From an optimization exercise on the open Yosys and OpenROAD flow, aimed at small area; shortcuts taken in it are not production practice.
The RTL was checked by simulation tests, not by an equivalence proof against the original design.
Power figures rest on the tool's default switching activity, not on a simulated workload.

==> design.v <==
`default_nettype none
package xdom_pkg;
  typedef struct packed {
    logic [8:0] unused;
    logic       ext_en;
    logic       thr_en;
    logic       disc_en;
    logic       disc_pol;
    logic       lt;
    logic       gt;
    logic       et;
  } trig_conf_t;
  typedef struct packed {
    logic [6:0] rsvd_hi;
    logic       disc_bitslip;
    logic       rsvd_7;
    logic       l1_bitslip;
    logic       l1_ce;
    logic       l1_inc;
    logic       rsvd_3;
    logic       l0_bitslip;
    logic       l0_ce;
    logic       l0_inc;
  } io_cmd_t;
  typedef union packed {
    logic [15:0] raw;
    trig_conf_t  trig_conf;
    io_cmd_t     io_cmd;
  } reg_word_u;
endpackage
`default_nettype wire
`timescale 1ns/1ps
`default_nettype none
module xdom_regs (
  input  logic                         clk,
  input  logic                         rst,
  input  logic [12-1:0]       i_adr,
  input  logic                         i_wr,
  input  logic [16-1:0]      i_wr_data,
  output xdom_pkg::trig_conf_t         o_trig_conf,
  output logic [11:0]                  o_trig_thr,
  output logic [24-1:0]  o_trig_run,
  output logic [24-1:0]  o_wvb_arm,
  output logic [24-1:0]  o_sw_mask,
  output logic [24-1:0]  o_arm_mask,
  output logic [24-1:0]  o_pulse_mask,
  output logic [5-1:0]       o_io_sel,
  output xdom_pkg::io_cmd_t            o_io_cmd,
  output logic [6-1:0]   o_pulse_single,
  output logic [6-1:0]   o_pulse_en,
  output logic [31:0]                  o_pulse_period,
  output logic                         o_pg_start,
  output logic [28-1:0]    o_pg_addr,
  output logic                         o_pg_optype,
  output logic                         o_ddr3_sys_rst,
  output logic [5-1:0]       o_scaler_sel
);
  xdom_pkg::reg_word_u  wr_word;
  xdom_pkg::trig_conf_t conf_word;
  xdom_pkg::io_cmd_t    cmd_word;
  always_comb begin
    wr_word.raw = i_wr_data;
    conf_word = wr_word.trig_conf;
    conf_word.unused = '0;
    cmd_word = wr_word.io_cmd;
    cmd_word.rsvd_hi = '0;
    cmd_word.rsvd_7 = 1'b0;
    cmd_word.rsvd_3 = 1'b0;
  end
  always_ff @(posedge clk) begin
    if (rst) begin
      o_trig_conf    <= '0;
      o_trig_thr     <= '0;
      o_trig_run     <= '0;
      o_wvb_arm      <= '0;
      o_sw_mask      <= '0;
      o_arm_mask     <= '0;
      o_pulse_mask   <= '0;
      o_io_sel       <= '0;
      o_io_cmd       <= '0;
      o_pulse_single <= '0;
      o_pulse_en     <= '0;
      o_pulse_period <= '0;
      o_pg_start     <= 1'b0;
      o_pg_addr      <= '0;
      o_pg_optype    <= 1'b0;
      o_ddr3_sys_rst <= 1'b0;
      o_scaler_sel   <= '0;
    end else begin
      o_trig_run     <= '0;
      o_wvb_arm      <= '0;
      o_io_cmd       <= '0;
      o_pulse_single <= '0;
      o_pg_start     <= 1'b0;
      if (i_wr) begin
        case (i_adr)
          12'hbfe: o_trig_conf <= conf_word;
          12'hbfd: o_trig_thr <= i_wr_data[11:0];
          12'hbfc:
            o_sw_mask[24-1:16] <= i_wr_data[24-17:0];
          12'hbfb: o_sw_mask[15:0] <= i_wr_data;
          12'hbfa:
            o_arm_mask[24-1:16] <= i_wr_data[24-17:0];
          12'hbf9: o_arm_mask[15:0] <= i_wr_data;
          12'hbf8: begin
            if (i_wr_data[0]) o_trig_run <= o_sw_mask;
            if (i_wr_data[1]) o_wvb_arm <= o_arm_mask;
          end
          12'hbe6: o_io_sel <= i_wr_data[5-1:0];
          12'hbe5: o_io_cmd <= cmd_word;
          12'hbd0:
            o_pulse_mask[24-1:16] <= i_wr_data[24-17:0];
          12'hbcf: o_pulse_mask[15:0] <= i_wr_data;
          12'hbce: begin
            o_pulse_single <= i_wr_data[6-1:0];
            o_trig_run     <= o_pulse_mask;
          end
          12'hbcd:
            o_pg_addr[28-1:16] <= i_wr_data[28-17:0];
          12'hbcc: o_pg_addr[15:0] <= i_wr_data;
          12'hbcb: o_pg_optype <= i_wr_data[0];
          12'hbca: o_pg_start <= i_wr_data[0];
          12'hbc9: o_ddr3_sys_rst <= i_wr_data[0];
          12'hbb8: o_scaler_sel <= i_wr_data[5-1:0];
          12'hbb3: o_pulse_period[31:16] <= i_wr_data;
          12'hbb2: o_pulse_period[15:0] <= i_wr_data;
          12'hbb1: o_pulse_en <= i_wr_data[6-1:0];
          default: ;
        endcase
      end
    end
  end
endmodule
`default_nettype wire
`timescale 1ns/1ps
`default_nettype none
module xdom_rd_mux (
  input  logic                                          clk,
  input  logic                                          rst,
  input  logic [12-1:0]                        i_adr,
  output logic [16-1:0]                       o_rd_data,
  input  xdom_pkg::trig_conf_t                          i_trig_conf,
  input  logic [11:0]                                   i_trig_thr,
  input  logic [24-1:0]                   i_sw_mask,
  input  logic [24-1:0]                   i_arm_mask,
  input  logic [24-1:0]                   i_pulse_mask,
  input  logic [5-1:0]                        i_io_sel,
  input  xdom_pkg::io_cmd_t                             i_io_cmd,
  input  logic [6-1:0]                    i_pulse_single,
  input  logic [6-1:0]                    i_pulse_en,
  input  logic [31:0]                                   i_pulse_period,
  input  logic [28-1:0]                     i_pg_addr,
  input  logic                                          i_pg_optype,
  input  logic                                          i_ddr3_sys_rst,
  input  logic [5-1:0]                        i_scaler_sel,
  input  logic [16-1:0]                       i_vnum,
  input  logic [24-1:0]                   i_wvb_armed,
  input  logic [24-1:0][32-1:0] i_disc_scaler,
  input  logic                                          i_pg_status
);
  logic [32-1:0] scaler_q;
  xdom_pkg::reg_word_u       rd_word;
  always_ff @(posedge clk) begin
    if (rst) begin
      scaler_q <= '0;
    end else if (i_scaler_sel < 24) begin
      scaler_q <= i_disc_scaler[i_scaler_sel];
    end else begin
      scaler_q <= '0;
    end
  end
  always_comb begin
    rd_word.raw = '0;
    case (i_adr)
      12'hfff: rd_word.raw = i_vnum;
      12'hbfe: rd_word.trig_conf = i_trig_conf;
      12'hbfd: rd_word.raw = 16'(i_trig_thr);
      12'hbfc: rd_word.raw = 16'(i_sw_mask[24-1:16]);
      12'hbfb: rd_word.raw = i_sw_mask[15:0];
      12'hbfa: rd_word.raw = 16'(i_arm_mask[24-1:16]);
      12'hbf9: rd_word.raw = i_arm_mask[15:0];
      12'hbf6: rd_word.raw = 16'(i_wvb_armed[24-1:16]);
      12'hbf5: rd_word.raw = i_wvb_armed[15:0];
      12'hbe6: rd_word.raw = 16'(i_io_sel);
      12'hbe5: rd_word.io_cmd = i_io_cmd;
      12'hbd0: rd_word.raw = 16'(i_pulse_mask[24-1:16]);
      12'hbcf: rd_word.raw = i_pulse_mask[15:0];
      12'hbce: rd_word.raw = 16'(i_pulse_single);
      12'hbcd: rd_word.raw = 16'(i_pg_addr[28-1:16]);
      12'hbcc: rd_word.raw = i_pg_addr[15:0];
      12'hbcb: rd_word.raw = 16'(i_pg_optype);
      12'hbca: rd_word.raw = 16'(i_pg_status);
      12'hbc9: rd_word.raw = 16'(i_ddr3_sys_rst);
      12'hbb8: rd_word.raw = 16'(i_scaler_sel);
      12'hbb7: rd_word.raw = scaler_q[31:16];
      12'hbb6: rd_word.raw = scaler_q[15:0];
      12'hbb3: rd_word.raw = i_pulse_period[31:16];
      12'hbb2: rd_word.raw = i_pulse_period[15:0];
      12'hbb1: rd_word.raw = 16'(i_pulse_en);
      default: ;
    endcase
  end
  assign o_rd_data = rd_word.raw;
endmodule
`default_nettype wire
`timescale 1ns/1ps
`default_nettype none
module io_ctrl_demux (
  input  logic                          clk,
  input  logic                          rst,
  input  logic [5-1:0]        i_io_sel,
  input  xdom_pkg::io_cmd_t             i_io_cmd,
  output logic [2*24-1:0] o_adc_delay_ce,
  output logic [2*24-1:0] o_adc_delay_inc,
  output logic [2*24-1:0] o_adc_bitslip,
  output logic [24-1:0]   o_discr_bitslip
);
  always_ff @(posedge clk) begin
    if (rst) begin
      o_adc_delay_ce  <= '0;
      o_adc_delay_inc <= '0;
      o_adc_bitslip   <= '0;
      o_discr_bitslip <= '0;
    end else begin
      for (int ch = 0; ch < 24; ch++) begin
        if (i_io_sel == ch) begin
          o_adc_delay_ce[2*ch +: 2]  <= {i_io_cmd.l1_ce, i_io_cmd.l0_ce};
          o_adc_delay_inc[2*ch +: 2] <= {i_io_cmd.l1_inc, i_io_cmd.l0_inc};
          o_adc_bitslip[2*ch +: 2]   <= {i_io_cmd.l1_bitslip, i_io_cmd.l0_bitslip};
          o_discr_bitslip[ch]        <= i_io_cmd.disc_bitslip;
        end else begin
          o_adc_delay_ce[2*ch +: 2]  <= 2'b00;
          o_adc_delay_inc[2*ch +: 2] <= 2'b00;
          o_adc_bitslip[2*ch +: 2]   <= 2'b00;
          o_discr_bitslip[ch]        <= 1'b0;
        end
      end
    end
  end
endmodule
`default_nettype wire
`timescale 1ns/1ps
`default_nettype none
module pulser_timer (
  input  logic                        clk,
  input  logic                        rst,
  input  logic [31:0]                 i_period,
  input  logic [6-1:0]  i_enable,
  input  logic [6-1:0]  i_single,
  output logic [6-1:0]  o_pulser_trig
);
  logic [31:0] count;
  logic [31:0] period_q;
  logic        tick;
  always_ff @(posedge clk) begin
    if (rst) begin
      count    <= '0;
      period_q <= '0;
      tick     <= 1'b0;
    end else begin
      period_q <= i_period;
      if (i_period == '0 || i_period != period_q) begin
        count <= '0;
        tick  <= 1'b0;
      end else if (count == i_period - 32'd1) begin
        count <= '0;
        tick  <= 1'b1;
      end else begin
        count <= count + 32'd1;
        tick  <= 1'b0;
      end
    end
  end
  assign o_pulser_trig = i_single | ({6{tick}} & i_enable);
endmodule
`default_nettype wire
`timescale 1ns/1ps
`default_nettype none
module page_req_fsm (
  input  logic clk,
  input  logic rst,
  input  logic i_start,
  input  logic i_mem_enable,
  input  logic i_ack,
  output logic o_req,
  output logic o_status
);
  typedef enum logic {
    IDLE,
    REQUEST
  } state_t;
  state_t state;
  logic   ack_meta;
  logic   ack_sync;
  always_ff @(posedge clk) begin
    if (rst) begin
      ack_meta <= 1'b0;
      ack_sync <= 1'b0;
    end else begin
      ack_meta <= i_ack;
      ack_sync <= ack_meta;
    end
  end
  always_ff @(posedge clk) begin
    if (rst) begin
      state <= IDLE;
    end else begin
      case (state)
        IDLE: if (i_start && i_mem_enable && !ack_sync) state <= REQUEST;
        REQUEST: if (ack_sync || !i_mem_enable) state <= IDLE;
        default: state <= IDLE;
      endcase
    end
  end
  assign o_req    = (state == REQUEST);
  assign o_status = o_req | ack_sync;
endmodule
`default_nettype wire
`timescale 1ns/1ps
`default_nettype none
module xdom_top (
  input  logic                                          clk,
  input  logic                                          rst,
  input  logic [12-1:0]                        i_adr,
  input  logic                                          i_wr,
  input  logic [16-1:0]                       i_wr_data,
  input  logic [16-1:0]                       i_vnum,
  input  logic [24-1:0]                   i_wvb_armed,
  input  logic [24-1:0][32-1:0] i_disc_scaler,
  input  logic                                          i_pg_ack,
  output logic [16-1:0]                       o_rd_data,
  output logic [16+11:0]                      o_trig_bundle,
  output logic [24-1:0]                   o_trig_run,
  output logic [24-1:0]                   o_wvb_arm,
  output logic [2*24-1:0]                 o_adc_delay_ce,
  output logic [2*24-1:0]                 o_adc_delay_inc,
  output logic [2*24-1:0]                 o_adc_bitslip,
  output logic [24-1:0]                   o_discr_bitslip,
  output logic [6-1:0]                    o_pulser_trig,
  output logic [28-1:0]                     o_pg_req_addr,
  output logic                                          o_pg_optype,
  output logic                                          o_pg_req,
  output logic                                          o_ddr3_sys_rst
);
  xdom_pkg::trig_conf_t              trig_conf;
  xdom_pkg::io_cmd_t                 io_cmd;
  logic [11:0]                       trig_thr;
  logic [24-1:0]       sw_mask;
  logic [24-1:0]       arm_mask;
  logic [24-1:0]       pulse_mask;
  logic [5-1:0]            io_sel;
  logic [5-1:0]            scaler_sel;
  logic [6-1:0]        pulse_single;
  logic [6-1:0]        pulse_en;
  logic [31:0]                       pulse_period;
  logic                              pg_start;
  logic                              pg_status;
  assign o_trig_bundle = {trig_thr, trig_conf};
  xdom_regs xdom_regs_i (
    .clk(clk), .rst(rst), .i_adr(i_adr), .i_wr(i_wr), .i_wr_data(i_wr_data),
    .o_trig_conf(trig_conf), .o_trig_thr(trig_thr),
    .o_trig_run(o_trig_run), .o_wvb_arm(o_wvb_arm),
    .o_sw_mask(sw_mask), .o_arm_mask(arm_mask), .o_pulse_mask(pulse_mask),
    .o_io_sel(io_sel), .o_io_cmd(io_cmd),
    .o_pulse_single(pulse_single), .o_pulse_en(pulse_en), .o_pulse_period(pulse_period),
    .o_pg_start(pg_start), .o_pg_addr(o_pg_req_addr), .o_pg_optype(o_pg_optype),
    .o_ddr3_sys_rst(o_ddr3_sys_rst), .o_scaler_sel(scaler_sel)
  );
  xdom_rd_mux xdom_rd_mux_i (
    .clk(clk), .rst(rst), .i_adr(i_adr), .o_rd_data(o_rd_data),
    .i_trig_conf(trig_conf), .i_trig_thr(trig_thr),
    .i_sw_mask(sw_mask), .i_arm_mask(arm_mask), .i_pulse_mask(pulse_mask),
    .i_io_sel(io_sel), .i_io_cmd(io_cmd),
    .i_pulse_single(pulse_single), .i_pulse_en(pulse_en), .i_pulse_period(pulse_period),
    .i_pg_addr(o_pg_req_addr), .i_pg_optype(o_pg_optype),
    .i_ddr3_sys_rst(o_ddr3_sys_rst), .i_scaler_sel(scaler_sel),
    .i_vnum(i_vnum), .i_wvb_armed(i_wvb_armed), .i_disc_scaler(i_disc_scaler),
    .i_pg_status(pg_status)
  );
  io_ctrl_demux io_ctrl_demux_i (
    .clk(clk), .rst(rst), .i_io_sel(io_sel), .i_io_cmd(io_cmd),
    .o_adc_delay_ce(o_adc_delay_ce), .o_adc_delay_inc(o_adc_delay_inc),
    .o_adc_bitslip(o_adc_bitslip), .o_discr_bitslip(o_discr_bitslip)
  );
  pulser_timer pulser_timer_i (
    .clk(clk), .rst(rst), .i_period(pulse_period), .i_enable(pulse_en),
    .i_single(pulse_single), .o_pulser_trig(o_pulser_trig)
  );
  page_req_fsm page_req_fsm_i (
    .clk(clk), .rst(rst), .i_start(pg_start), .i_mem_enable(o_ddr3_sys_rst),
    .i_ack(i_pg_ack), .o_req(o_pg_req), .o_status(pg_status)
  );
endmodule
`default_nettype wire
==> run.sh <==
#!/bin/bash
# synth_recipe.tcl (not shown) runs the flow's synth.tcl, then flattens the netlist and writes it again
# the make line also repeats each setting of config.mk as NAME=value (left out here)
make -C /OpenROAD-flow-scripts/flow DESIGN_CONFIG=/design/flow/config.mk WORK_HOME=/design/flow/orfs CLKGATE_MAP_FILE= SYNTH_SCRIPT=/design/flow/synth_recipe.tcl finish
==> config.mk <==
export PLATFORM = sky130hd
export DESIGN_NAME = xdom_top
export DESIGN_NICKNAME = xdom_top
export VERILOG_FILES = /design/flow/design.v
export SDC_FILE = /design/flow/constraint.sdc
export NUM_CORES = 4
export LEC_CHECK = 0
export CAP_MARGIN = 20
export CORE_AREA = 10 10 430 430
export DIE_AREA = 0 0 440 440
export SLEW_MARGIN = 20
==> constraint.sdc <==
create_clock -name core_clock -period 10.0 [get_ports {clk}]
set_input_delay 2.0000 -clock core_clock [delete_from_list [all_inputs] [get_ports {clk}]]
set_output_delay 2.0000 -clock core_clock [all_outputs]
set_load 0.01 [all_outputs]
==> summary.txt, run 1 <==
Critical path
  • R2R Setup Slk: about 5700 ps
  • Critical Path End Type: output pin
  • Reg2Reg Depth: 6
  • Critical Path Fanout Max: 13
  • Critical path class: input port to output pin
  • CP top delay family: simple AND/OR/NAND/NOR gates
  • CP Launch Type: input port
  • Crit path buffers/inverters: 2
  • Critical-path top delay cell: nor2_1
  • Critical Path, Cell by Cell: clkdlybuf4s50_1 > nand4b_1 > or2_2 > nor2_1 > a222oi_1 > nand4_1 > or3_1 > clkdlybuf4s50_1
  • R2r endpoint: xdom_rd_mux_i.scaler_q[17]
  • Required time of the critical path: approximately 8000 ps
  • CP most frequent cell: clkdlybuf4s50_1
  • Critical Path AT: 6190 ps
  • Instance count on the critical path: 8
  • Reg2Reg Launch Point: xdom_regs_i.o_scaler_sel[0]
  • CP max stage delay: 880 ps

Floorplan
  • Die Wd: around 440 um
  • Initial Util: 14.0%
  • Num rows: 154
  • Top Ports: ~1.1k
  • Core area: around 180000 um2
  • Die ar.: 194000 um2
  • DIE HEIGHT: ~440 um

Finish
  • Synth-to-layout area growth: 63.8%
  • Commonest non-fill, non-tap cell in the layout: clkdlybuf4s50_1
  • Share of cells above drive strength 1: 12.6%
  • Filler cells: 19.0k
  • Finished Layout Cells: 5812
  • Most frequent cells in the layout: clkdlybuf4s50_1 (1125), dfxtp_1 (495), nand2_1 (271), mux4_2 (224), and2_1 (197)
  • Nets@finish: approximately 4.3k

STA
  • Post-Route Setup TNS: 0 ps
  • Final worst path period need: 8190 ps
  • Highest clock rate: 0.122 GHz
  • Final setup violation count: 0
  • Fin crit share: 81.9%
  • RSZ-0062 raised after global routing: false
  • Final Hold Fails: 0
  • Slew at the pin closest to its max-slew limit: about 1200 ps
  • Slew margin rel.: 23.0%
  • Skew final: 80.7 ps
  • Slew Limit Fails: 0

Min path
  • Hold Path End: page_req_fsm_i.state
  • Hold Path Cell Cnt: 1
  • HP Start: page_req_fsm_i.ack_sync
  • Hold WC Path Type: flip-flop to flip-flop

Power
  • Sequential share of power: between 40 and 50%
  • Sw frac: 23.7%
  • Int Pwr: 3.61 mW
  • Switch Pwr: 1.12 mW
  • Combinational Power Share: 11.5%
  • VDD IR-drop max: 0.114 mV
  • Pleak: about 13 nW
  • PwrDens: about 120 nW/um2
  • Clock group share of total power: 46.1%

Detailed routing
  • Via-to-Cell Ratio: 4.29
  • Final ANT Viol Nets: 0
  • Drt pass-1 iters: 8
  • Post-route DRC: 0
  • 1st-iter DRT viols: roughly 2.4k
  • Drt total wl: 177000 um
  • Via count: 24.9k
  • Routed WL per cell: 30.5 um

GRT
  • GR Util met2: between 30 and 40%
  • First-pass GRT wire length: 230000 um
  • M3 GR Usage: roughly 2.5%
  • Vias in the first global route: 25.3k
  • GRT Total Usage: 17.2%
  • Initial antenna violation count: just over 80
  • Busiest grt layer: met2
  • Global route total overflow: 0
  • Met1 GRT Util: 17.9%
  • Largest net degree at the start of global routing: 88

Yosys
  • Largest family of logic cells by synthesized area: multiplexers
  • EDFF count, synth: 0
  • Compound-gate portion of the synthesized area: between 10% and 20%
  • Top cell type's share of synthesized area: 40.5%
  • Seq cells post-synth: roughly 500
  • Ys flop type: dfxtp_1
  • Mux cell area share after synthesis: 22.2%
  • Synth warnings: 5
  • Simple-Gate Fraction of Synth Area: 17.8%
  • Async SR Flop Fraction: 0%
  • Adder and majority gate portion of the synthesized area: 0.102%
  • Synth unique cells: 60
  • Cell taking the most area after synthesis: dfxtp_1
  • Synth area leaders: dfxtp_1 (41%), mux4_2 (20%), and2_1 (5.0%)
  • Post-synthesis sequential area ratio: 40.5%
  • Mean post-synth cell area: 10.3 um2
  • Post-Syn Area: 24600 um2
  • Cell count after synthesis: 2401
  • Synth Area in XOR/XNOR: 3.66%

Status
  • Status: complete, no violations

Placed design
  • DP HPWL: 151000 um
  • Post-Place Cells: roughly 5.7k
  • Port Buffers: 1127
  • Final estimated routing congestion in global placement: 0.941

Clock network
  • Clock sink count: ~500
  • Hold-fix buffer count after cts: 0
  • Worst-path clk slew: 70 ps
  • Worst skew pair latency: 680 ps
  • Setup repair bufs after CTS: 0
  • Clock buffer depth: 3
  • Post-CTS resize count: 0
  • CTS tree: yes
  • CTS Root Cell: clkbuf_16
  • Total CTS buffers: 52
  • H-tree level count: 2

Run
  • Number of max-cap violations: 0
-- per-stage QoR --
stage                     cell area [um2]  hold slack, ps  util, %  setup slack, ps  total power, mW
final                               40400             404     23.0             1810             4.73
after global routing                40300             443     23.0             1700             4.86
after CTS                           40300             411     22.9             1820             4.79
after detailed placement            38400             441     21.9             1840             2.60
after global placement              38400             463     21.8             1730             2.60
after floorplan                     24700             394        -             3990             2.16
-- logic make-up after synthesis --
kind of cell    after synthesis
simple gates                870
flops                       499
compound gates              404
mux                         263
buf+inv                     259
xor+xnor                    103
fa+ha+maj                     2
other cells                   1
-- sequential cells by signal, summed over array words and instances (netlist names), 28 cells and up --
signal / flops
xdom_regs_i.o_pulse_period: 32
pulser_timer_i.count: 32
io_ctrl_demux_i.o_adc_bitslip: 48
xdom_regs_i.o_pg_addr: 28
xdom_rd_mux_i.scaler_q: 32
pulser_timer_i.period_q: 32
io_ctrl_demux_i.o_adc_delay_ce: 48
io_ctrl_demux_i.o_adc_delay_inc: 48
-- cells in the mapped netlist (all sizes together) (4+ instances only) --
cell type and count:
a211oi 47, a21o 6, a21oi 145, a221oi 11
a222oi 30, a22o 36, a22oi 92, and2 199
and3 27, and4 4, buf 61, clkbuf 168
dfxtp 499, inv 30, mux2 33, mux2i 6
mux4 224, nand2 272, nand2b 15, nand3 75
nand3b 4, nand4 26, nor2 137, nor2b 17
nor3 40, nor4 25, o21ai 8, o22a 16
or2 4, or3 6, or3b 4, or4 7
xnor2 56, xor2 47
-- layout make-up --
type                    instances  area, um2  area share (%)
diodes                         17       42.5           0.105
clock buffers                  66       1410            3.50
repair buffers               1178      11700            28.9
clock inverters                31        500            1.24
inverters                      30        113           0.279
multi-input cells            1651      13700            33.9
flip-flops and latches        499      10000            24.8
well taps                    2340       2930            7.25
-- how the worst max path moves through the flow --
stage | from | to | slack [ps]
final | i_adr[10] | o_rd_data[0] | 1810
after global routing | i_adr[10] | o_rd_data[0] | 1700
after CTS | i_adr[10] | o_rd_data[0] | 1820
after detailed placement | i_adr[10] | o_rd_data[0] | 1840
after global placement | i_adr[10] | o_rd_data[0] | 1730
after floorplan | i_adr[10] | o_rd_data[2] | 3990
-- per-layer routing --
metal,share of wire [%],vias up,routed length (um)
met5,0.069,-,123
met3,5.1,341,9100
met2,54,1302,96200
met4,6.4,16,11300
li1,-,10800,-
met1,34,12400,60300
-- power groups by stage --
stage / Clock [mW] / Combinational, mW / Sequential, mW
3_5_place_dp: 0 / 0.546 / 2.05
3_3_place_gp: 0 / 0.543 / 2.05
2_1_floorplan: 0 / 0.115 / 2.04
5_1_grt: 2.29 / 0.566 / 2.01
4_1_cts: 2.23 / 0.549 / 2.01
6_report: 2.18 / 0.545 / 2.01
==> run 2: changes to the inputs <==
--- a/design.v
+++ b/design.v
@@ -39,8 +39,9 @@
   input  logic [16-1:0]      i_wr_data,
   output xdom_pkg::trig_conf_t         o_trig_conf,
   output logic [11:0]                  o_trig_thr,
-  output logic [24-1:0]  o_trig_run,
-  output logic [24-1:0]  o_wvb_arm,
+  output logic                         o_trig_sw,
+  output logic                         o_trig_pulse,
+  output logic                         o_arm,
   output logic [24-1:0]  o_sw_mask,
   output logic [24-1:0]  o_arm_mask,
   output logic [24-1:0]  o_pulse_mask,
@@ -49,6 +50,7 @@
   output logic [6-1:0]   o_pulse_single,
   output logic [6-1:0]   o_pulse_en,
   output logic [31:0]                  o_pulse_period,
+  output logic                         o_period_chg,
   output logic                         o_pg_start,
   output logic [28-1:0]    o_pg_addr,
   output logic                         o_pg_optype,
@@ -71,8 +73,9 @@
     if (rst) begin
       o_trig_conf    <= '0;
       o_trig_thr     <= '0;
-      o_trig_run     <= '0;
-      o_wvb_arm      <= '0;
+      o_trig_sw      <= 1'b0;
+      o_trig_pulse   <= 1'b0;
+      o_arm          <= 1'b0;
       o_sw_mask      <= '0;
       o_arm_mask     <= '0;
       o_pulse_mask   <= '0;
@@ -81,16 +84,19 @@
       o_pulse_single <= '0;
       o_pulse_en     <= '0;
       o_pulse_period <= '0;
+      o_period_chg   <= 1'b0;
       o_pg_start     <= 1'b0;
       o_pg_addr      <= '0;
       o_pg_optype    <= 1'b0;
       o_ddr3_sys_rst <= 1'b0;
       o_scaler_sel   <= '0;
     end else begin
-      o_trig_run     <= '0;
-      o_wvb_arm      <= '0;
+      o_trig_sw      <= 1'b0;
+      o_trig_pulse   <= 1'b0;
+      o_arm          <= 1'b0;
       o_io_cmd       <= '0;
       o_pulse_single <= '0;
+      o_period_chg   <= 1'b0;
       o_pg_start     <= 1'b0;
       if (i_wr) begin
         case (i_adr)
@@ -103,8 +109,8 @@
             o_arm_mask[24-1:16] <= i_wr_data[24-17:0];
           12'hbf9: o_arm_mask[15:0] <= i_wr_data;
           12'hbf8: begin
-            if (i_wr_data[0]) o_trig_run <= o_sw_mask;
-            if (i_wr_data[1]) o_wvb_arm <= o_arm_mask;
+            o_trig_sw <= i_wr_data[0];
+            o_arm     <= i_wr_data[1];
           end
           12'hbe6: o_io_sel <= i_wr_data[5-1:0];
           12'hbe5: o_io_cmd <= cmd_word;
@@ -113,7 +119,7 @@
           12'hbcf: o_pulse_mask[15:0] <= i_wr_data;
           12'hbce: begin
             o_pulse_single <= i_wr_data[6-1:0];
-            o_trig_run     <= o_pulse_mask;
+            o_trig_pulse   <= 1'b1;
           end
           12'hbcd:
             o_pg_addr[28-1:16] <= i_wr_data[28-17:0];
@@ -122,8 +128,14 @@
           12'hbca: o_pg_start <= i_wr_data[0];
           12'hbc9: o_ddr3_sys_rst <= i_wr_data[0];
           12'hbb8: o_scaler_sel <= i_wr_data[5-1:0];
-          12'hbb3: o_pulse_period[31:16] <= i_wr_data;
-          12'hbb2: o_pulse_period[15:0] <= i_wr_data;
+          12'hbb3: begin
+            o_pulse_period[31:16] <= i_wr_data;
+            o_period_chg <= (i_wr_data != o_pulse_period[31:16]);
+          end
+          12'hbb2: begin
+            o_pulse_period[15:0] <= i_wr_data;
+            o_period_chg <= (i_wr_data != o_pulse_period[15:0]);
+          end
           12'hbb1: o_pulse_en <= i_wr_data[6-1:0];
           default: ;
         endcase
@@ -160,14 +172,15 @@
 );
   logic [32-1:0] scaler_q;
   xdom_pkg::reg_word_u       rd_word;
+  logic [32-1:0] scaler_d;
+  always_comb begin
+    scaler_d = '0;
+    for (int ch = 0; ch < 24; ch++)
+      scaler_d = scaler_d | ({32{i_scaler_sel == 5'(ch)}} & i_disc_scaler[ch]);
+  end
   always_ff @(posedge clk) begin
-    if (rst) begin
-      scaler_q <= '0;
-    end else if (i_scaler_sel < 24) begin
-      scaler_q <= i_disc_scaler[i_scaler_sel];
-    end else begin
-      scaler_q <= '0;
-    end
+    if (rst) scaler_q <= '0;
+    else     scaler_q <= scaler_d;
   end
   always_comb begin
     rd_word.raw = '0;
@@ -215,26 +228,28 @@
   output logic [2*24-1:0] o_adc_bitslip,
   output logic [24-1:0]   o_discr_bitslip
 );
+  logic [6:0]             cmd_q;    
+  logic [5-1:0] sel_q;
   always_ff @(posedge clk) begin
-    if (rst) begin
-      o_adc_delay_ce  <= '0;
-      o_adc_delay_inc <= '0;
-      o_adc_bitslip   <= '0;
-      o_discr_bitslip <= '0;
+    if (rst || i_io_sel >= 5'(24)) begin
+      cmd_q <= '0;
     end else begin
-      for (int ch = 0; ch < 24; ch++) begin
-        if (i_io_sel == ch) begin
-          o_adc_delay_ce[2*ch +: 2]  <= {i_io_cmd.l1_ce, i_io_cmd.l0_ce};
-          o_adc_delay_inc[2*ch +: 2] <= {i_io_cmd.l1_inc, i_io_cmd.l0_inc};
-          o_adc_bitslip[2*ch +: 2]   <= {i_io_cmd.l1_bitslip, i_io_cmd.l0_bitslip};
-          o_discr_bitslip[ch]        <= i_io_cmd.disc_bitslip;
-        end else begin
-          o_adc_delay_ce[2*ch +: 2]  <= 2'b00;
-          o_adc_delay_inc[2*ch +: 2] <= 2'b00;
-          o_adc_bitslip[2*ch +: 2]   <= 2'b00;
-          o_discr_bitslip[ch]        <= 1'b0;
-        end
-      end
+      cmd_q <= {i_io_cmd.disc_bitslip,
+                i_io_cmd.l1_bitslip, i_io_cmd.l1_ce, i_io_cmd.l1_inc,
+                i_io_cmd.l0_bitslip, i_io_cmd.l0_ce, i_io_cmd.l0_inc};
+    end
+  end
+  always_ff @(posedge clk) begin
+    sel_q <= i_io_sel;
+  end
+  always_comb begin
+    for (int ch = 0; ch < 24; ch++) begin
+      logic hit;
+      hit = (sel_q == 5'(ch));
+      o_adc_delay_inc[2*ch +: 2] = {2{hit}} & {cmd_q[3], cmd_q[0]};
+      o_adc_delay_ce[2*ch +: 2]  = {2{hit}} & {cmd_q[4], cmd_q[1]};
+      o_adc_bitslip[2*ch +: 2]   = {2{hit}} & {cmd_q[5], cmd_q[2]};
+      o_discr_bitslip[ch]        = hit & cmd_q[6];
     end
   end
 endmodule
@@ -245,31 +260,24 @@
   input  logic                        clk,
   input  logic                        rst,
   input  logic [31:0]                 i_period,
+  input  logic                        i_period_chg,
   input  logic [6-1:0]  i_enable,
   input  logic [6-1:0]  i_single,
   output logic [6-1:0]  o_pulser_trig
 );
-  logic [31:0] count;
-  logic [31:0] period_q;
+  logic [31:0] rem;
   logic        tick;
+  logic        restart;
+  logic        wrap;
+  assign restart = (i_period == '0) || i_period_chg;
+  assign wrap    = (rem == 32'd1);
   always_ff @(posedge clk) begin
-    if (rst) begin
-      count    <= '0;
-      period_q <= '0;
-      tick     <= 1'b0;
-    end else begin
-      period_q <= i_period;
-      if (i_period == '0 || i_period != period_q) begin
-        count <= '0;
-        tick  <= 1'b0;
-      end else if (count == i_period - 32'd1) begin
-        count <= '0;
-        tick  <= 1'b1;
-      end else begin
-        count <= count + 32'd1;
-        tick  <= 1'b0;
-      end
-    end
+    if (restart || wrap) rem <= i_period;
+    else                 rem <= rem - 32'd1;
+  end
+  always_ff @(posedge clk) begin
+    if (rst) tick <= 1'b0;
+    else     tick <= !restart && wrap;
   end
   assign o_pulser_trig = i_single | ({6{tick}} & i_enable);
 endmodule
@@ -354,16 +362,20 @@
   logic [6-1:0]        pulse_en;
   logic [31:0]                       pulse_period;
   logic                              pg_start;
+  logic                              trig_sw, trig_pulse, arm, period_chg;
   logic                              pg_status;
   assign o_trig_bundle = {trig_thr, trig_conf};
+  assign o_trig_run = ({24{trig_sw}} & sw_mask) |
+                      ({24{trig_pulse}} & pulse_mask);
+  assign o_wvb_arm  = {24{arm}} & arm_mask;
   xdom_regs xdom_regs_i (
     .clk(clk), .rst(rst), .i_adr(i_adr), .i_wr(i_wr), .i_wr_data(i_wr_data),
     .o_trig_conf(trig_conf), .o_trig_thr(trig_thr),
-    .o_trig_run(o_trig_run), .o_wvb_arm(o_wvb_arm),
+    .o_trig_sw(trig_sw), .o_trig_pulse(trig_pulse), .o_arm(arm),
     .o_sw_mask(sw_mask), .o_arm_mask(arm_mask), .o_pulse_mask(pulse_mask),
     .o_io_sel(io_sel), .o_io_cmd(io_cmd),
     .o_pulse_single(pulse_single), .o_pulse_en(pulse_en), .o_pulse_period(pulse_period),
-    .o_pg_start(pg_start), .o_pg_addr(o_pg_req_addr), .o_pg_optype(o_pg_optype),
+    .o_period_chg(period_chg), .o_pg_start(pg_start), .o_pg_addr(o_pg_req_addr), .o_pg_optype(o_pg_optype),
     .o_ddr3_sys_rst(o_ddr3_sys_rst), .o_scaler_sel(scaler_sel)
   );
   xdom_rd_mux xdom_rd_mux_i (
@@ -383,7 +395,7 @@
     .o_adc_bitslip(o_adc_bitslip), .o_discr_bitslip(o_discr_bitslip)
   );
   pulser_timer pulser_timer_i (
-    .clk(clk), .rst(rst), .i_period(pulse_period), .i_enable(pulse_en),
+    .clk(clk), .rst(rst), .i_period(pulse_period), .i_period_chg(period_chg), .i_enable(pulse_en),
     .i_single(pulse_single), .o_pulser_trig(o_pulser_trig)
   );
   page_req_fsm page_req_fsm_i (
==> flow/run.sh (new file) <==
#!/bin/bash
set -euo pipefail
export BUFFER_PORTS_ARGS="-buffer_cell sky130_fd_sc_hd__buf_1"
bash standard.sh > standard_flow.log 2>&1
==> standard.sh (new file) <==
#!/bin/bash
# synth_recipe.tcl (not shown) runs the flow's synth.tcl, then flattens the netlist and writes it again
# the make line also repeats each setting of config.mk as NAME=value (left out here)
make -C /OpenROAD-flow-scripts/flow DESIGN_CONFIG=/design/flow/config.mk WORK_HOME=/design/flow/orfs CLKGATE_MAP_FILE= SYNTH_SCRIPT=/design/flow/synth_recipe.tcl "${@:-finish}"
--- a/config.mk
+++ b/config.mk
@@ -6,6 +6,6 @@
 export NUM_CORES = 4
 export LEC_CHECK = 0
 export CAP_MARGIN = 20
-export CORE_AREA = 10 10 430 430
-export DIE_AREA = 0 0 440 440
+export CORE_AREA = 5 5 205 205
+export DIE_AREA = 0 0 210 210
 export SLEW_MARGIN = 20
removed: run.sh
==> run 2 against run 1 <==
Against the previous run:
- the flow now stops in 3_2_place_iop
- synthesized cell count is 2.5% higher
- synthesized area down 27%
==> summary.txt, run 2 <==
Yosys
  • Cell with the most instances after synthesis: a22oi_1
  • Async SR Flop Fraction: 0%
  • Seq cells post-synth: 267
  • Mean post-synth cell area: 7.29 um2
  • Top cell type's share of synthesized area: 29.8%
  • Post-Syn Area: 18000 um2
  • Cell count after synthesis: 2462
  • Synth area leaders: dfxtp_1 (30%), a22oi_1 (16%), nand2_1 (7.3%)
  • Synth warnings: 5
  • Commonest cells post-synth: a22oi_1 (393), nand2_1 (351), dfxtp_1 (267)
  • Synth unique cells: 63
  • Post-synthesis sequential area ratio: 29.8%
  • EDFF count, synth: 0
  • Ys flop type: dfxtp_1
  • Cell taking the most area after synthesis: dfxtp_1

Floorplan
  • Initial Util: between 40% and 50%
  • Num rows: 73
  • Die Wd: 210 um
  • DIE HEIGHT: around 210 um

Status
  • Error: [ERROR PPL-0024] Number of IO pins (1137) exceeds maximum number of available positions (754). Increase the die perimeter from 840.00um to 1546.32um.
  • Status: stopped before the end
  • Stop stage: 3_2_place_iop
==> run 2: cell types whose count changed after synthesis, moves of 24 or more <==
cell      previous run  this run
a22oi_1             92       393
dfxtp_1            499       267
mux4_2             224         0
nand2_1            272       351
a21oi_1            145       204
nor2_1             136       186
mux2i_1              6        52
nand3_1             75       121
a211oi_1            47         2
clkbuf_1           167       210
xnor2_1             56        20
nor3_1              39        67
buf_1               31         7
==> run 2: logic make-up after synthesis <==
| group | after synthesis | synth area share, % |
|---|---|---|
| adders and majority gates | 2 | 0.139 |
| DFF | 267 | 29.8 |
| muxes | 62 | 3.53 |
| AOI/OAI and AO/OA | 751 | 29.3 |
| and+or+nand+nor | 1091 | 29.8 |
| buffers and inverters | 243 | 5.28 |
| other | 1 | 0.0209 |
| xor gates and xnor gates | 45 | 2.20 |
==> run 3: changes to the inputs <==
==> flow/run.sh (replaced) <==
#!/bin/bash
set -euo pipefail
export BUFFER_PORTS_ARGS="-buffer_cell sky130_fd_sc_hd__buf_1"
export PLACE_PINS_ARGS="-min_distance 1 -min_distance_in_tracks"
bash standard.sh > standard_flow.log 2>&1
--- a/config.mk
+++ b/config.mk
@@ -6,6 +6,6 @@
 export NUM_CORES = 4
 export LEC_CHECK = 0
 export CAP_MARGIN = 20
-export CORE_AREA = 5 5 205 205
-export DIE_AREA = 0 0 210 210
+export CORE_AREA = 4 4 201 201
+export DIE_AREA = 0 0 205 205
 export SLEW_MARGIN = 20
==> run 3 against run 2 <==
Against the previous run:
- the flow stops in 5_1_grt
- synthesized area unchanged
- synthesized cell count unchanged
==> summary.txt, run 3 <==
Status
  • Status: stopped before the end
  • Stop stage: 5_1_grt
  • Error: [ERROR GRT-0116] Global routing finished with congestion. Check the congestion regions in the DRC Viewer.

Yosys
  • Synth unique cells: 63
  • EDFF count, synth: 0
  • Top cell type's share of synthesized area: 29.8%
  • Commonest cells post-synth: a22oi_1 (393), nand2_1 (351), dfxtp_1 (267)
  • Cell count after synthesis: 2462
  • Async SR Flop Fraction: 0%
  • Ys flop type: dfxtp_1
  • Post-synthesis sequential area ratio: 29.8%
  • Synth warnings: 5
  • Seq cells post-synth: 267
  • Synth area leaders: dfxtp_1 (30%), a22oi_1 (16%), nand2_1 (7.3%)
  • Post-Syn Area: 18000 um2
  • Cell taking the most area after synthesis: dfxtp_1
  • Mean post-synth cell area: 7.29 um2
  • Cell with the most instances after synthesis: a22oi_1

Floorplan
  • Initial Util: 47.3%
  • Num rows: 71
  • Top Ports: 1137
  • Die Wd: ~200 um
  • DIE HEIGHT: just over 200 um

Placed design
  • Port Buffers: 1127
  • Post-DP Area: 22500 um2
  • Post-Place Cells: a little under 4k
  • DP HPWL: 109000 um
  • Final estimated routing congestion in global placement: 1.42

Clock network
  • Clock sink count: 267
  • Hold-fix buffer count after cts: 0
  • H-tree level count: 1
  • CTS Root Cell: clkbuf_16
  • Total CTS buffers: 26
  • Clock buffer depth: 3
  • Setup repair bufs after CTS: 0
  • Post-CTS resize count: 0

GRT
  • Global route total overflow: 30
  • First-pass GRT wire length: around 200000 um
  • Vias in the first global route: 27.9k
  • GRT Total Usage: 64.3%
  • Largest net degree at the start of global routing: 92
-- run 3: metrics by stage --
step	total power, mW	hold WS (ps)	util [%]	worst slack [ps]
after floorplan	1.18	351	-	4030
after global placement	1.38	405	59.3	3050
after detailed placement	1.38	412	59.3	3100
after CTS	2.36	424	61.5	3100
-- run 3: cells by family after synthesis --
logic type               share of synthesized area (%)
flip-flops                                        29.8
AND/OR/NAND/NOR                                   29.8
buffers and inverters                             5.28
other                                           0.0209
adder cells (fa/ha/maj)                          0.139
AO/OA/AOI/OAI                                     29.3
multiplexers                                      3.53
XOR/XNOR                                          2.20
-- run 3: power groups by stage --
stage	Sequential [mW]	Combinational [mW]	Clock (mW)
floorplan	1.10	0.0843	0
detailed placement	1.10	0.279	0
global placement	1.10	0.276	0
CTS	1.08	0.281	1.01
-- run 3: how the worst max path moves through the flow --
stage,slack (ps),depth (start not counted),to,from
2_1_floorplan,4030,8,o_rd_data[8],i_adr[0]
3_3_place_gp,3050,7,o_rd_data[4],i_adr[5]
3_5_place_dp,3100,7,o_rd_data[4],i_adr[4]
4_1_cts,3100,8,o_rd_data[4],i_adr[10]
-- run 3: per-layer routing --
| metal | global-route usage, % | overflow |
|---|---|---|
| met5 | 16.7 | 0 |
| met4 | 57.9 | 16 |
| met3 | 43.9 | 0 |
| met1 | 68.2 | 0 |
| met2 | 82.6 | 14 |
==> run 4: changes to the inputs <==
--- a/design.v
+++ b/design.v
@@ -228,15 +228,16 @@
   output logic [2*24-1:0] o_adc_bitslip,
   output logic [24-1:0]   o_discr_bitslip
 );
-  logic [6:0]             cmd_q;    
+  logic [6:0]             cmd_qn;   
   logic [5-1:0] sel_q;
+  logic [24-1:0] hit_n;
   always_ff @(posedge clk) begin
     if (rst || i_io_sel >= 5'(24)) begin
-      cmd_q <= '0;
+      cmd_qn <= '1;
     end else begin
-      cmd_q <= {i_io_cmd.disc_bitslip,
-                i_io_cmd.l1_bitslip, i_io_cmd.l1_ce, i_io_cmd.l1_inc,
-                i_io_cmd.l0_bitslip, i_io_cmd.l0_ce, i_io_cmd.l0_inc};
+      cmd_qn <= ~{i_io_cmd.disc_bitslip,
+                  i_io_cmd.l1_bitslip, i_io_cmd.l1_ce, i_io_cmd.l1_inc,
+                  i_io_cmd.l0_bitslip, i_io_cmd.l0_ce, i_io_cmd.l0_inc};
     end
   end
   always_ff @(posedge clk) begin
@@ -244,12 +245,16 @@
   end
   always_comb begin
     for (int ch = 0; ch < 24; ch++) begin
-      logic hit;
-      hit = (sel_q == 5'(ch));
-      o_adc_delay_inc[2*ch +: 2] = {2{hit}} & {cmd_q[3], cmd_q[0]};
-      o_adc_delay_ce[2*ch +: 2]  = {2{hit}} & {cmd_q[4], cmd_q[1]};
-      o_adc_bitslip[2*ch +: 2]   = {2{hit}} & {cmd_q[5], cmd_q[2]};
-      o_discr_bitslip[ch]        = hit & cmd_q[6];
+      if (ch < 16) hit_n[ch] = !(sel_q == 5'(ch));
+      else         hit_n[ch] = !(sel_q[4] && sel_q[2:0] == 3'(ch));
+    end
+  end
+  always_comb begin
+    for (int ch = 0; ch < 24; ch++) begin
+      o_adc_delay_inc[2*ch +: 2] = ~({2{hit_n[ch]}} | {cmd_qn[3], cmd_qn[0]});
+      o_adc_delay_ce[2*ch +: 2]  = ~({2{hit_n[ch]}} | {cmd_qn[4], cmd_qn[1]});
+      o_adc_bitslip[2*ch +: 2]   = ~({2{hit_n[ch]}} | {cmd_qn[5], cmd_qn[2]});
+      o_discr_bitslip[ch]        = ~(hit_n[ch] | cmd_qn[6]);
     end
   end
 endmodule
--- a/config.mk
+++ b/config.mk
@@ -6,6 +6,6 @@
 export NUM_CORES = 4
 export LEC_CHECK = 0
 export CAP_MARGIN = 20
-export CORE_AREA = 4 4 201 201
-export DIE_AREA = 0 0 205 205
+export CORE_AREA = 4 4 231 231
+export DIE_AREA = 0 0 235 235
 export SLEW_MARGIN = 20
==> run 4 against run 3 <==
Against the previous run:
- synthesized cell count fell by 2.5%
- the run now finishes clean
- synthesized area fell by 1.5%
==> summary.txt, run 4 <==
Status
  • Status: complete, no violations

Detailed routing
  • Drt pass-1 iters: 10
  • Drt total wl: 160000 um
  • Final ANT Viol Nets: 0
  • 1st-iter DRT viols: 4823
  • Routed WL per cell: 37.7 um
  • Via-to-Cell Ratio: 6.59
  • Via count: 27.9k
  • Post-route DRC: 0

GRT
  • Initial antenna violation count: 156
  • First-pass GRT wire length: 211000 um
  • Global route total overflow: 0
  • GRT Total Usage: around 54%
  • Vias in the first global route: 25.5k
  • Largest net degree at the start of global routing: 70

Clock network
  • Setup repair bufs after CTS: 0
  • Worst skew pair latency: 550 ps
  • CTS tree: yes
  • H-tree level count: 1
  • Clock buffer depth: 3
  • Post-CTS resize count: 0
  • Hold-fix buffer count after cts: 0
  • CTS Root Cell: clkbuf_16
  • Total CTS buffers: 26
  • Worst-path clk slew: roughly 60 ps
  • Clock sink count: ~270

Floorplan
  • Die Wd: 235 um
  • Die ar.: 55200 um2
  • DIE HEIGHT: 235 um
  • Num rows: 82
  • Core area: 50600 um2
  • Initial Util: 35.0%
  • Top Ports: 1137

Yosys
  • Synth warnings: 5
  • Async SR Flop Fraction: 0%
  • Seq cells post-synth: between 200 and 300
  • Mean post-synth cell area: 7.37 um2
  • Commonest cells post-synth: a22oi_1 (397), nand2_1 (374), nor2_1 (318)
  • Cell count after synthesis: between 2k and 2.5k
  • EDFF count, synth: 0
  • Synth area leaders: dfxtp_1 (30%), a22oi_1 (17%), nand2_1 (7.9%)
  • Post-synthesis sequential area ratio: 30.2%
  • Cell with the most instances after synthesis: a22oi_1
  • Cell taking the most area after synthesis: dfxtp_1
  • Synth unique cells: 76
  • Ys flop type: dfxtp_1
  • Post-Syn Area: between 15000 and 20000 um2
  • Top cell type's share of synthesized area: between 30% and 40%

Power
  • PwrDens: a little over 100 nW/um2
  • VDD IR-drop max: 0.102 mV
  • Pleak: 7.90 nW

STA
  • Slew at the pin closest to its max-slew limit: 1230 ps
  • Final Hold Fails: 0
  • Final setup violation count: 0
  • Slew margin rel.: 17.5%
  • Fin crit share: between 70 and 80%
  • Final WS setup: 2570 ps
  • Skew final: roughly 18 ps
  • Final worst path period need: 7430 ps
  • Highest clock rate: between 0.1 and 0.15 GHz
  • Post-Route Setup TNS: 0 ps
  • RSZ-0062 raised after global routing: false
  • Slew Limit Fails: 0

Finish
  • Top flop regs: pulser_timer_i.rem x32, xdom_rd_mux_i.scaler_q x32, xdom_regs_i.o_pulse_period x32
  • Commonest non-fill, non-tap cell in the layout: buf_1
  • Nets@finish: 4245
  • Most frequent cells in the layout: buf_1 (1122), a22oi_1 (397), nand2_1 (374), nor2_1 (300), dfxtp_1 (267)
  • Fin area: 23700 um2
  • Share of cells above drive strength 1: 5.08%
  • Synth-to-layout area growth: 33.8%

Placed design
  • Post-DP Area: 22400 um2
  • Worst slack, placed: 2750 ps
  • Port Buffers: 1127
  • Final estimated routing congestion in global placement: 1.21
  • DP HPWL: about 130000 um

Critical path
  • Required time of the critical path: 8000 ps
  • Critical Path End Type: output pin
  • Critical Path Fanout Max: 37
  • Critical Path AT: 5430 ps
  • CP Launch Type: input port
  • Critical path class: input port to output pin

Min path
  • Hold WC Path Type: flip-flop to flip-flop

Run
  • Number of max-cap violations: 0
## run 4: path summary, 6_finish.rpt
kind | start | to | slack [ps] | cells past startpoint
min reg2reg | xdom_regs_i.o_io_cmd[2] | io_ctrl_demux_i.cmd_qn[2] | 410 | 1
max | i_adr[0] | o_rd_data[5] | 2570 | 9
max reg2reg | xdom_regs_i.o_scaler_sel[0] | xdom_rd_mux_i.scaler_q[2] | 6410 | 7
min | xdom_regs_i.o_io_cmd[2] | io_ctrl_demux_i.cmd_qn[2] | 410 | 1
## run 4: cells by family after synthesis
family	after synthesis	share of synthesized area [%]
fa+ha+maj	2	0.142
buf+inv	234	5.82
xor+xnor	45	2.23
compound gates	727	29.3
simple gates	1025	26.6
mux	99	5.71
flops	267	30.2
other cells	1	0.0212
## run 4: power by group
| part | internal (mW) | switching, mW |
|---|---|---|
| logic | 0.111 | 0.187 |
| clock network | 0.592 | 0.422 |
| registers | 1.07 | 0.00699 |
| total | 1.77 | 0.616 |
## run 4: layout make-up
type	count	area, um2
Antenna cell	142	355
Timing Repair Buffer	1184	4660
Fill cell	5455	26900
Multi-Input combinational cell	1907	11500
Sequential cell	267	5350
Clock buffer	35	736
Tap cell	672	841
Clock inverter	12	141
Inverter	17	63.8
## run 4: worst max-delay path, cell delays in order
cell       delay, ps
clkbuf_2         800
nand2b_1         520
nor2_1           330
buf_4            280
a22oi_1          170
o21ai_0          110
a2111oi_0        710
nand3_1          270
buf_1            190
## run 4: layer usage
layer / share of wire, % / GRT usage [%] / vias up / wire, um
met1: 32 / 58.2 / 12900 / 51800
met4: 11 / 46.1 / 52 / 18100
met2: 40 / 77.1 / 2945 / 64100
li1: - / - / 11000 / -
met3: 16 / 26.1 / 985 / 25400
met5: 0.26 / 6.23 / - / 421
## run 4: per-stage QoR
stage,total power [mW],utilization [%],std cells,hold WS [ps]
after floorplan,1.18,-,2408,351
after global placement,1.38,44.3,4045,384
after detailed placement,1.38,44.3,4045,382
after CTS,2.37,46.0,4092,401
after global routing,2.44,46.6,4199,421
final,2.39,46.8,4236,406
==> run 5: changes to the inputs <==
--- a/design.v
+++ b/design.v
@@ -57,90 +57,60 @@
   output logic                         o_ddr3_sys_rst,
   output logic [5-1:0]       o_scaler_sel
 );
-  xdom_pkg::reg_word_u  wr_word;
-  xdom_pkg::trig_conf_t conf_word;
-  xdom_pkg::io_cmd_t    cmd_word;
-  always_comb begin
-    wr_word.raw = i_wr_data;
-    conf_word = wr_word.trig_conf;
-    conf_word.unused = '0;
-    cmd_word = wr_word.io_cmd;
-    cmd_word.rsvd_hi = '0;
-    cmd_word.rsvd_7 = 1'b0;
-    cmd_word.rsvd_3 = 1'b0;
-  end
-  always_ff @(posedge clk) begin
-    if (rst) begin
-      o_trig_conf    <= '0;
-      o_trig_thr     <= '0;
-      o_trig_sw      <= 1'b0;
-      o_trig_pulse   <= 1'b0;
-      o_arm          <= 1'b0;
-      o_sw_mask      <= '0;
-      o_arm_mask     <= '0;
-      o_pulse_mask   <= '0;
-      o_io_sel       <= '0;
-      o_io_cmd       <= '0;
-      o_pulse_single <= '0;
-      o_pulse_en     <= '0;
-      o_pulse_period <= '0;
-      o_period_chg   <= 1'b0;
-      o_pg_start     <= 1'b0;
-      o_pg_addr      <= '0;
-      o_pg_optype    <= 1'b0;
-      o_ddr3_sys_rst <= 1'b0;
-      o_scaler_sel   <= '0;
-    end else begin
-      o_trig_sw      <= 1'b0;
-      o_trig_pulse   <= 1'b0;
-      o_arm          <= 1'b0;
-      o_io_cmd       <= '0;
-      o_pulse_single <= '0;
-      o_period_chg   <= 1'b0;
-      o_pg_start     <= 1'b0;
-      if (i_wr) begin
-        case (i_adr)
-          12'hbfe: o_trig_conf <= conf_word;
-          12'hbfd: o_trig_thr <= i_wr_data[11:0];
-          12'hbfc:
-            o_sw_mask[24-1:16] <= i_wr_data[24-17:0];
-          12'hbfb: o_sw_mask[15:0] <= i_wr_data;
-          12'hbfa:
-            o_arm_mask[24-1:16] <= i_wr_data[24-17:0];
-          12'hbf9: o_arm_mask[15:0] <= i_wr_data;
-          12'hbf8: begin
-            o_trig_sw <= i_wr_data[0];
-            o_arm     <= i_wr_data[1];
-          end
-          12'hbe6: o_io_sel <= i_wr_data[5-1:0];
-          12'hbe5: o_io_cmd <= cmd_word;
-          12'hbd0:
-            o_pulse_mask[24-1:16] <= i_wr_data[24-17:0];
-          12'hbcf: o_pulse_mask[15:0] <= i_wr_data;
-          12'hbce: begin
-            o_pulse_single <= i_wr_data[6-1:0];
-            o_trig_pulse   <= 1'b1;
-          end
-          12'hbcd:
-            o_pg_addr[28-1:16] <= i_wr_data[28-17:0];
-          12'hbcc: o_pg_addr[15:0] <= i_wr_data;
-          12'hbcb: o_pg_optype <= i_wr_data[0];
-          12'hbca: o_pg_start <= i_wr_data[0];
-          12'hbc9: o_ddr3_sys_rst <= i_wr_data[0];
-          12'hbb8: o_scaler_sel <= i_wr_data[5-1:0];
-          12'hbb3: begin
-            o_pulse_period[31:16] <= i_wr_data;
-            o_period_chg <= (i_wr_data != o_pulse_period[31:16]);
-          end
-          12'hbb2: begin
-            o_pulse_period[15:0] <= i_wr_data;
-            o_period_chg <= (i_wr_data != o_pulse_period[15:0]);
-          end
-          12'hbb1: o_pulse_en <= i_wr_data[6-1:0];
-          default: ;
-        endcase
-      end
-    end
+  logic [16-1:0] wd;
+  assign wd = rst ? '0 : i_wr_data;
+  logic we_conf, we_thr, we_sw_hi, we_sw_lo, we_arm_hi, we_arm_lo, we_trig_cmd;
+  logic we_io_sel, we_io_cmd, we_pm_hi, we_pm_lo, we_single, we_pg_hi, we_pg_lo;
+  logic we_optype, we_pg_cmd, we_ddr3, we_sc_sel, we_per_hi, we_per_lo, we_pen;
+  assign we_conf     = i_wr && i_adr == 12'hbfe;
+  assign we_thr      = i_wr && i_adr == 12'hbfd;
+  assign we_sw_hi    = i_wr && i_adr == 12'hbfc;
+  assign we_sw_lo    = i_wr && i_adr == 12'hbfb;
+  assign we_arm_hi   = i_wr && i_adr == 12'hbfa;
+  assign we_arm_lo   = i_wr && i_adr == 12'hbf9;
+  assign we_trig_cmd = i_wr && i_adr == 12'hbf8;
+  assign we_io_sel   = i_wr && i_adr == 12'hbe6;
+  assign we_io_cmd   = i_wr && i_adr == 12'hbe5;
+  assign we_pm_hi    = i_wr && i_adr == 12'hbd0;
+  assign we_pm_lo    = i_wr && i_adr == 12'hbcf;
+  assign we_single   = i_wr && i_adr == 12'hbce;
+  assign we_pg_hi    = i_wr && i_adr == 12'hbcd;
+  assign we_pg_lo    = i_wr && i_adr == 12'hbcc;
+  assign we_optype   = i_wr && i_adr == 12'hbcb;
+  assign we_pg_cmd   = i_wr && i_adr == 12'hbca;
+  assign we_ddr3     = i_wr && i_adr == 12'hbc9;
+  assign we_sc_sel   = i_wr && i_adr == 12'hbb8;
+  assign we_per_hi   = i_wr && i_adr == 12'hbb3;
+  assign we_per_lo   = i_wr && i_adr == 12'hbb2;
+  assign we_pen      = i_wr && i_adr == 12'hbb1;
+  always_ff @(posedge clk) begin
+    if (rst || we_conf)   o_trig_conf <= wd[6:0];
+    if (rst || we_thr)    o_trig_thr <= wd[11:0];
+    if (rst || we_sw_hi)  o_sw_mask[24-1:16] <= wd[24-17:0];
+    if (rst || we_sw_lo)  o_sw_mask[15:0] <= wd;
+    if (rst || we_arm_hi) o_arm_mask[24-1:16] <= wd[24-17:0];
+    if (rst || we_arm_lo) o_arm_mask[15:0] <= wd;
+    if (rst || we_io_sel) o_io_sel <= wd[5-1:0];
+    if (rst || we_pm_hi)  o_pulse_mask[24-1:16] <= wd[24-17:0];
+    if (rst || we_pm_lo)  o_pulse_mask[15:0] <= wd;
+    if (rst || we_pg_hi)  o_pg_addr[28-1:16] <= wd[28-17:0];
+    if (rst || we_pg_lo)  o_pg_addr[15:0] <= wd;
+    if (rst || we_optype) o_pg_optype <= wd[0];
+    if (rst || we_ddr3)   o_ddr3_sys_rst <= wd[0];
+    if (rst || we_sc_sel) o_scaler_sel <= wd[5-1:0];
+    if (rst || we_per_hi) o_pulse_period[31:16] <= wd;
+    if (rst || we_per_lo) o_pulse_period[15:0] <= wd;
+    if (rst || we_pen)    o_pulse_en <= wd[6-1:0];
+  end
+  always_ff @(posedge clk) begin
+    o_trig_sw      <= we_trig_cmd && wd[0];
+    o_arm          <= we_trig_cmd && wd[1];
+    o_trig_pulse   <= we_single && !rst;
+    o_pulse_single <= we_single ? wd[6-1:0] : '0;
+    o_io_cmd       <= we_io_cmd ? {7'b0, wd[8], 1'b0, wd[6:4], 1'b0, wd[2:0]} : '0;
+    o_pg_start     <= we_pg_cmd && wd[0];
+    o_period_chg   <= !rst && ((we_per_hi && i_wr_data != o_pulse_period[31:16]) ||
+                               (we_per_lo && i_wr_data != o_pulse_period[15:0]));
   end
 endmodule
 `default_nettype wire
@@ -176,11 +146,11 @@
   always_comb begin
     scaler_d = '0;
     for (int ch = 0; ch < 24; ch++)
-      scaler_d = scaler_d | ({32{i_scaler_sel == 5'(ch)}} & i_disc_scaler[ch]);
+      scaler_d = scaler_d |
+        ({32{!rst && i_scaler_sel == 5'(ch)}} & i_disc_scaler[ch]);
   end
   always_ff @(posedge clk) begin
-    if (rst) scaler_q <= '0;
-    else     scaler_q <= scaler_d;
+    scaler_q <= scaler_d;
   end
   always_comb begin
     rd_word.raw = '0;
@@ -270,15 +240,17 @@
   input  logic [6-1:0]  i_single,
   output logic [6-1:0]  o_pulser_trig
 );
-  logic [31:0] rem;
+  logic [31:0] count;
+  logic [31:0] count_inc;
   logic        tick;
   logic        restart;
   logic        wrap;
-  assign restart = (i_period == '0) || i_period_chg;
-  assign wrap    = (rem == 32'd1);
+  assign restart   = (i_period == '0) || i_period_chg;
+  assign count_inc = count + 32'd1;
+  assign wrap      = (count_inc == i_period);
   always_ff @(posedge clk) begin
-    if (restart || wrap) rem <= i_period;
-    else                 rem <= rem - 32'd1;
+    if (restart || wrap) count <= '0;
+    else                 count <= count_inc;
   end
   always_ff @(posedge clk) begin
     if (rst) tick <= 1'b0;
==> flow/run.sh (replaced) <==
#!/bin/bash
set -euo pipefail
export BUFFER_PORTS_ARGS="-buffer_cell sky130_fd_sc_hd__buf_1"
bash standard.sh > standard_flow.log 2>&1
==> config.mk (replaced) <==
export PLATFORM = sky130hd
export DESIGN_NAME = xdom_top
export DESIGN_NICKNAME = xdom_top
export VERILOG_FILES = /design/flow/design.v
export SDC_FILE = /design/flow/constraint.sdc
export NUM_CORES = 4
export LEC_CHECK = 0
export CAP_MARGIN = 0
export CORE_AREA = 5 5 325 325
export CTS_BUF_LIST = sky130_fd_sc_hd__clkbuf_4 sky130_fd_sc_hd__clkbuf_8
export DIE_AREA = 0 0 330 330
export SLEW_MARGIN = 0
==> run 5 against run 4 <==
Against the previous run:
- still clean
- utilization down 23 points
- worst hold slack got worse by 23 ps
- synthesized cell count fell by 24%
- design area grew 2.6%
- worst setup slack lost 16 ps
- sequential share of layout area is 6.4 points higher
- synthesized area fell by 4.3%
- non-clock buffer count decreased by 6
- critical path type unchanged
==> summary.txt, run 5 <==
Yosys
  • Post-synthesis sequential area ratio: 41.6%
  • Cell with the most instances after synthesis: a22oi_1
  • Async SR Flop Fraction: 0%
  • EDFF count, synth: 169
  • Top cell type's share of synthesized area: 30.0%
  • Synth area leaders: edfxtp_1 (30%), a22oi_1 (13%), dfxtp_1 (12%)
  • Commonest cells post-synth: a22oi_1 (300), nor2_1 (283), edfxtp_1 (169)
  • Synth unique cells: 76
  • Post-Syn Area: 16900 um2
  • Mean post-synth cell area: slightly above 9 um2
  • Ys flop type: edfxtp_1
  • Cell taking the most area after synthesis: edfxtp_1
  • Seq cells post-synth: 267
  • Synth warnings: 5
  • Cell count after synthesis: 1821

Finish
  • Top flop regs: pulser_timer_i.count x32, xdom_rd_mux_i.scaler_q x32, xdom_regs_i.o_pulse_period x32
  • Nets@finish: roughly 3.7k
  • Finished Layout Cells: 4411
  • Share of cells above drive strength 1: 6.94%
  • Commonest non-fill, non-tap cell in the layout: buf_1
  • Final core occ: 23.8%
  • Synth-to-layout area growth: 43.3%
  • Most frequent cells in the layout: buf_1 (1126), a22oi_1 (300), nor2_1 (255), edfxtp_1 (169), a22o_1 (103)

Power
  • Tot Pwr: 3.35 mW
  • Pleak: 7.41 nW
  • PwrDens: 138 nW/um2
  • VDD IR-drop max: 0.0767 mV

STA
  • RSZ-0062 raised after global routing: false
  • Slew Limit Fails: 0
  • Skew final: approximately 46 ps
  • Final worst path period need: 7440 ps
  • Hold slack: 382 ps
  • Final Hold Fails: 0
  • Highest clock rate: 0.134 GHz
  • Slew margin rel.: 7.41%
  • Fin crit share: 74.4%
  • Final setup violation count: 0
  • Post-Route Setup TNS: 0 ps
  • Slew at the pin closest to its max-slew limit: 1390 ps

Floorplan
  • Die ar.: 109000 um2
  • DIE HEIGHT: 330 um
  • Num rows: ~120
  • Core area: 102000 um2
  • Initial Util: 16.6%
  • Die Wd: 330 um
  • Top Ports: 1137

Clock network
  • Worst skew pair latency: roughly 660 ps
  • H-tree level count: 2
  • Total CTS buffers: 46
  • CTS Root Cell: clkbuf_8
  • Setup repair bufs after CTS: 0
  • Post-CTS resize count: 0
  • Clock sink count: between 200 and 300
  • CTS tree: yes
  • Hold-fix buffer count after cts: 0
  • Clock buffer depth: 3
  • Worst-path clk slew: 70 ps

GRT
  • GRT Total Usage: between 30% and 40%
  • Largest net degree at the start of global routing: 33
  • Global route total overflow: 0
  • Vias in the first global route: 22.3k
  • Initial antenna violation count: 234
  • First-pass GRT wire length: 255000 um

Detailed routing
  • Drt total wl: 213000 um
  • Drt pass-1 iters: 9
  • Via count: 24.9k
  • Via-to-Cell Ratio: 5.64
  • Routed WL per cell: slightly below 50 um
  • 1st-iter DRT viols: 3909
  • Final ANT Viol Nets: 0
  • Post-route DRC: 0

Critical path
  • Critical Path, Cell by Cell: buf_1 > and4b_1 > nand3_1 > or4_1 > nor2_2 > a222oi_1 > and3_1 > nand4_1 > buf_1
  • Critical path class: input port to output pin
  • Critical Path End Type: output pin
  • Required time of the critical path: approximately 8000 ps
  • CP top delay family: simple AND/OR/NAND/NOR gates
  • CP Launch Type: input port
  • Critical Path Fanout Max: 16
  • CP most frequent cell: buf_1
  • Critical Path AT: 5440 ps
  • Crit path buffers/inverters: 2
  • Critical-path top delay cell: nor2_2
  • CP max stage delay: 1080 ps

Placed design
  • Post-Place Cells: between 4k and 5k
  • Port Buffers: 1127
  • Final estimated routing congestion in global placement: 1.04
  • DP HPWL: 180000 um

Run
  • Number of max-cap violations: 0

Min path
  • Hold WC Path Type: flip-flop to flip-flop

Status
  • Status: complete, no violations
run 5: layout make-up:
type,count,area [um2]
tap,1368,1710
clock buffer,55,701
timing repair buffer,1178,4610
inverter,9,33.8
clock inverter,31,432
multi-input combinational,1399,9470
sequential,267,7040
fill,11500,77500
antenna,104,260
run 5: logic make-up (layout without fill, tap and decap cells):
logic type / count (synthesis) / after routing / synth area share (%)
mux: 6 / 6 / 0.399
buf+inv: 163 / 1273 / 4.04
flops: 267 / 267 / 41.6
xor+xnor: 90 / 90 / 4.83
other cells: 1 / 113 / 0.0222
compound gates: 590 / 590 / 27.9
simple gates: 703 / 703 / 21.2
fa+ha+maj: 1 / 1 / 0.0739
run 5: per-stage QoR:
step / setup WS (ps) / area, um2
6_report: 2560 / 24300
3_3_place_gp: 2750 / 22900
4_1_cts: 2700 / 24000
3_5_place_dp: 2700 / 22900
5_1_grt: 2630 / 24100
2_1_floorplan: 3960 / 17000
run 5: per-layer routing:
metal	global-route usage (%)	wire (um)	vias up
li1	-	-	9571
met1	43.2	76800	12300
met2	53.5	88800	2382
met3	17.2	29500	565
met4	23.5	16900	102
met5	0	655	-
run 5: path summary, 6_finish.rpt:
path                            from                        to  slack, ps  depth (start not counted)
max reg2reg  pulser_timer_i.count[2]  pulser_timer_i.count[15]       5660                          8
max                        i_adr[10]              o_rd_data[1]       2560                          9
min          xdom_regs_i.o_io_sel[1]  io_ctrl_demux_i.sel_q[1]        380                          0
min reg2reg  xdom_regs_i.o_io_sel[1]  io_ctrl_demux_i.sel_q[1]        380                          0
run 5: report_power, final:
group	switching, mW	internal [mW]	leakage, nW	total (mW)
clock network	0.556	0.734	0.574	1.29
registers	0.177	1.28	2.43	1.46
logic	0.396	0.207	4.40	0.603

## afterwards: timing with drivers on the ports
The flow's constraints put no driver on any port. The routed layouts listed below were extracted and timed again, unchanged, in two steps.
Step 1 (the two cells are an assumption about what drives the block):
set clk [get_ports {clk}]
set_driving_cell -lib_cell sky130_fd_sc_hd__clkbuf_16 $clk
set_driving_cell -lib_cell sky130_fd_sc_hd__buf_2 [delete_from_list [all_inputs] $clk]
Step 2 times the ports against the registers' clock, not the clock port: input delays grow and output delays shrink by t, the midpoint of the rising clock arrivals with the driver on.
Slacks: no drivers / after step 1 / after step 2; pairs: no drivers / after step 1.
run | shift t [ns] | slack for setup (ns) | worst setup path after step 2 | latest minus earliest clock arrival (ns) | worst slew at a driven data input, ns
run 1 | 0.708 | 1.808 / 1.778 / 1.778 | input to output | 0.082 / 0.081 | 0.34
run 4 | 0.595 | 2.574 / 2.527 / 2.527 | input to output | 0.019 / 0.019 | 0.32
run 5 | 0.703 | 2.558 / 2.528 / 2.528 | input to output | 0.046 / 0.046 | 0.37
After both steps every run listed still meets setup and hold. For run 4, which loses most, drivers alone change the setup slack by -0.047 ns; drivers and shift together by -0.047 ns.
